Background: an optimization exercise with open tools, aiming at small area. Do not read the settings as production practice. Function was checked by simulation only, so behaviour that the tests miss may differ from the original. Power figures rest on the tool's default switching activity, not on a simulated workload.

==> flow/design.v (outline; a module is shown in full before it is edited, if it fits) <==
// module brick_state: 16 lines
// module bullet_collide: 284 lines
// module block_stop: 785 lines
// module pixel_map: 217 lines
// module map_top: 103 lines
module map_top
#(
    parameter int num_brick          = 100,
    parameter int player_bullet_size = 4
) (
    input  logic                          clk_50MHz,
    input  logic                          reset,
    input  logic [9:0]        x,
    input  logic [9:0]        y,
    input  logic                          refresh_tick,
    input  logic [9:0]        tank_l,
    input  logic [9:0]        tank_r,
    input  logic [9:0]        tank_t,
    input  logic [9:0]        tank_b,
    input  logic [9:0]        enemy_l,
    input  logic [9:0]        enemy_r,
    input  logic [9:0]        enemy_t,
    input  logic [9:0]        enemy_b,
    input  logic [9:0]        bullet_x,
    input  logic [9:0]        bullet_y,
    input  logic [9:0]        enemy_bullet_x,
    input  logic [9:0]        enemy_bullet_y,
    output logic                          hit,
    output logic                          enemy_hit,
    output logic [num_brick+NUM_IRON-1:0] stop_up,
    output logic [num_brick+NUM_IRON-1:0] stop_down,
    output logic [num_brick+NUM_IRON-1:0] stop_left,
    output logic [num_brick+NUM_IRON-1:0] stop_right,
    output logic [num_brick+NUM_IRON-1:0] enemy_stop_up,
    output logic [num_brick+NUM_IRON-1:0] enemy_stop_down,
    output logic [num_brick+NUM_IRON-1:0] enemy_stop_left,
    output logic [num_brick+NUM_IRON-1:0] enemy_stop_right,
    output logic [num_brick-1:0]          brick_on,
    output logic [NUM_IRON-1:0]           iron_on,
    output logic                          wall_on
);
  // ...
==> flow/flow/run.sh <==
#!/bin/bash
# The standard layout, with the ports buffered by the smallest buffer instead of the
# default choice, and IO pins allowed on neighbouring tracks so that the die can be small.
# Every tool's output is kept in the ORFS logs and in standard.log.
set -euo pipefail
export BUFFER_PORTS_ARGS="-buffer_cell sky130_fd_sc_hd__buf_1"
export PLACE_PINS_ARGS="-min_distance 1 -min_distance_in_tracks"
bash standard.sh > standard.log 2>&1
==> flow/standard.sh <==
#!/bin/bash
# synth_recipe.tcl (not shown) runs the flow's synth.tcl, then flattens the netlist and writes it again
# the make line also repeats each setting of config.mk as NAME=value (left out here)
make -C /OpenROAD-flow-scripts/flow DESIGN_CONFIG=/design/flow/config.mk WORK_HOME=/design/flow/orfs CLKGATE_MAP_FILE= SYNTH_SCRIPT=/design/flow/synth_recipe.tcl "${@:-finish}"
==> flow/config.mk <==
export PLATFORM = sky130hd
export DESIGN_NAME = map_top
export DESIGN_NICKNAME = map_top
export VERILOG_FILES = /design/flow/design.v
export SDC_FILE = /design/flow/constraint.sdc
export NUM_CORES = 4
export LEC_CHECK = 0
export CAP_MARGIN = 20
export CORE_AREA = 3 3 197 197
export DIE_AREA = 0 0 200 200
export SLEW_MARGIN = 20
==> flow/constraint.sdc <==
create_clock -name core_clock -period 10.0 [get_ports {clk_50MHz}]
set_input_delay 2.0000 -clock core_clock [delete_from_list [all_inputs] [get_ports {clk_50MHz}]]
set_output_delay 2.0000 -clock core_clock [all_outputs]
set_load 0.01 [all_outputs]
==> summary.txt, run 1 <==
Outcome
  – Outcome: aborted with a tool error
  – Fail Step: global routing (5_1_grt)
  – Halt Reason: [ERROR GRT-0116] Global routing finished with congestion. Check the congestion regions in the DRC Viewer.

Synthesis
  – Number of synthesized flops with an enable pin: 0
  – Ys flop type: dfrtp_1
  – Mux share of post-synthesis cell area: 0.0256
  – Count leader, synth: nor3_1
  – Simple-gate area share of the yosys netlist: 0.524
  – Post-synth top area share: 0.261
  – Cells after Synth: 2679
  – Mean Syn Cell Area: 6.08 um^2
  – Area fraction in compound gates after synthesis: 0.217
  – Yosys reg bits: 102
  – Netlist cell types: 82

Die
  – Starting density of the core: 0.441
  – Die height: 200 um
  – Die X-Extent: 200 um
  – # rows: 70

Placed design
  – Place WS: 3.32 ns
  – PortBufs: 1118

Clock network
  – CTS Buf Count: 9
  – Post_cts resized: 0
  – Number of post-CTS setup repair buffers: 0
  – Clock Sinks: 102
  – H-Tree Depth: 3
  – Clock tree buffer depth: 2

GRT
  – Gr usage total: 0.811
  – GRT Residual Overflow: 42
  – Met2 usage: 0.908
  – Largest net degree at the start of global routing: 97
  – Vias in the first global route: 31000
  – Global routing's busiest layer: met2
==> inputs of run 2 (changes only) <==
--- a/flow/config.mk
+++ b/flow/config.mk
@@ -8,4 +8,4 @@
 export CAP_MARGIN = 20
-export CORE_AREA = 3 3 197 197
-export DIE_AREA = 0 0 200 200
+export CORE_AREA = 3 3 247 247
+export DIE_AREA = 0 0 250 250
 export SLEW_MARGIN = 20
==> summary.txt, run 2 <==
Synthesis
  – Register area share after synthesis: 0.157
  – Top cells by count, synth: nor3_1 (850), nor2_1 (262), clkbuf_1 (260)
  – Post-synth top area share: 0.261 (unchanged)
  – Synth Warn #: 2
  – Number of synthesized flops with an enable pin: 0 (unchanged)
  – Largest cells by area after synthesis: nor3_1 (26%), dfrtp_1 (16%), nor2_1 (6.0%), clkbuf_1 (6.0%), nand2_1 (5.5%)
  – Post-Syn Area: 0.0163 mm^2
  – Mean Syn Cell Area: 6.08 um^2 (unchanged)
  – Count leader, synth: nor3_1
  – Cells after Synth: 2679 (unchanged)
  – Synth area leader: nor3_1
  – Ys flop type: dfrtp_1
  – Yosys reg bits: 102 (unchanged)
  – Netlist cell types: 82 (unchanged)
  – Syn_nets: 2822
  – Post-synthesis async set-or-reset flop share: 1.00

GRT
  – First-pass GRT wire length: 249 mm
  – Vias in the first global route: 30200
  – Gr usage total: 0.569
  – GRT Residual Overflow: 5
  – Largest net degree at the start of global routing: 57

Outcome
  – Fail Step: global routing (5_1_grt)
  – Outcome: aborted with a tool error
  – Halt Reason: [ERROR GRT-0116] Global routing finished with congestion. Check the congestion regions in the DRC Viewer.

Clock network
  – Clock tree buffer depth: 2 (unchanged)
  – Number of post-CTS setup repair buffers: 0 (unchanged)
  – H-Tree Depth: 3 (unchanged)
  – CTS hold repair buffers: 0
  – Post_cts resized: 0 (unchanged)
  – Clock Sinks: 102 (unchanged)
  – CTS Buf Count: 9 (unchanged)
  – Root Buffer Master: clkbuf_16

Placed design
  – Post-Place Cells: 4348
  – PortBufs: 1118 (unchanged)
  – Post-DP HPWL: 138 mm
  – Global placement routability congestion: 1.16

Die
  – Starting density of the core: 0.279 (-0.162)
  – Die height: 250 um (+25%)
  – # IOs: 1127
  – # rows: 88 (+26%)
  – Die X-Extent: 250 um (+25%)
## run 2: cell counts after synthesis
Identical to the previous run, type by type.
## run 2: how the worst min path moves through the flow
stage | from | depth (start not counted) | slack [ns] | end
global placement | u_brick_state.brick_dead[35]$_DFF_PN0_ | 2 | 0.68 | u_brick_state.brick_dead[35]$_DFF_PN0_
detailed placement | u_brick_state.brick_dead[35]$_DFF_PN0_ | 2 | 0.70 | u_brick_state.brick_dead[35]$_DFF_PN0_
CTS | u_brick_state.brick_dead[35]$_DFF_PN0_ | 2 | 0.71 | u_brick_state.brick_dead[35]$_DFF_PN0_
floorplan | u_brick_state.brick_dead[60]$_DFF_PN0_ | 2 | 0.47 | u_brick_state.brick_dead[60]$_DFF_PN0_
## run 2: per-layer routing
metal,GRT usage,GRT overflow
met2,0.771,3
met5,0.0587,0
met3,0.320,0
met1,0.609,1
met4,0.541,1
## run 2: power by group through the flow
stage	clock network (mW)	logic [mW]	registers (mW)
2_1_floorplan	0	0.249	0.432
3_3_place_gp	0	0.438	0.474
3_5_place_dp	0	0.436	0.474
4_1_cts	0.383	0.438	0.466
## run 2: stage by stage
stage / instance area [um^2] / setup slack (ns)
2_1_floorplan: 16300 / 4.19
3_3_place_gp: 21000 / 3.02
3_5_place_dp: 21000 / 3.09
4_1_cts: 21300 / 3.07
## run 2: logic make-up after synthesis
logic type             after synthesis  synth area share
AO/OA/AOI/OAI                      494             0.217
buffers and inverters              319            0.0763
AND/OR/NAND/NOR                   1726             0.524
multiplexers                        38            0.0256
flip-flops                         102             0.157
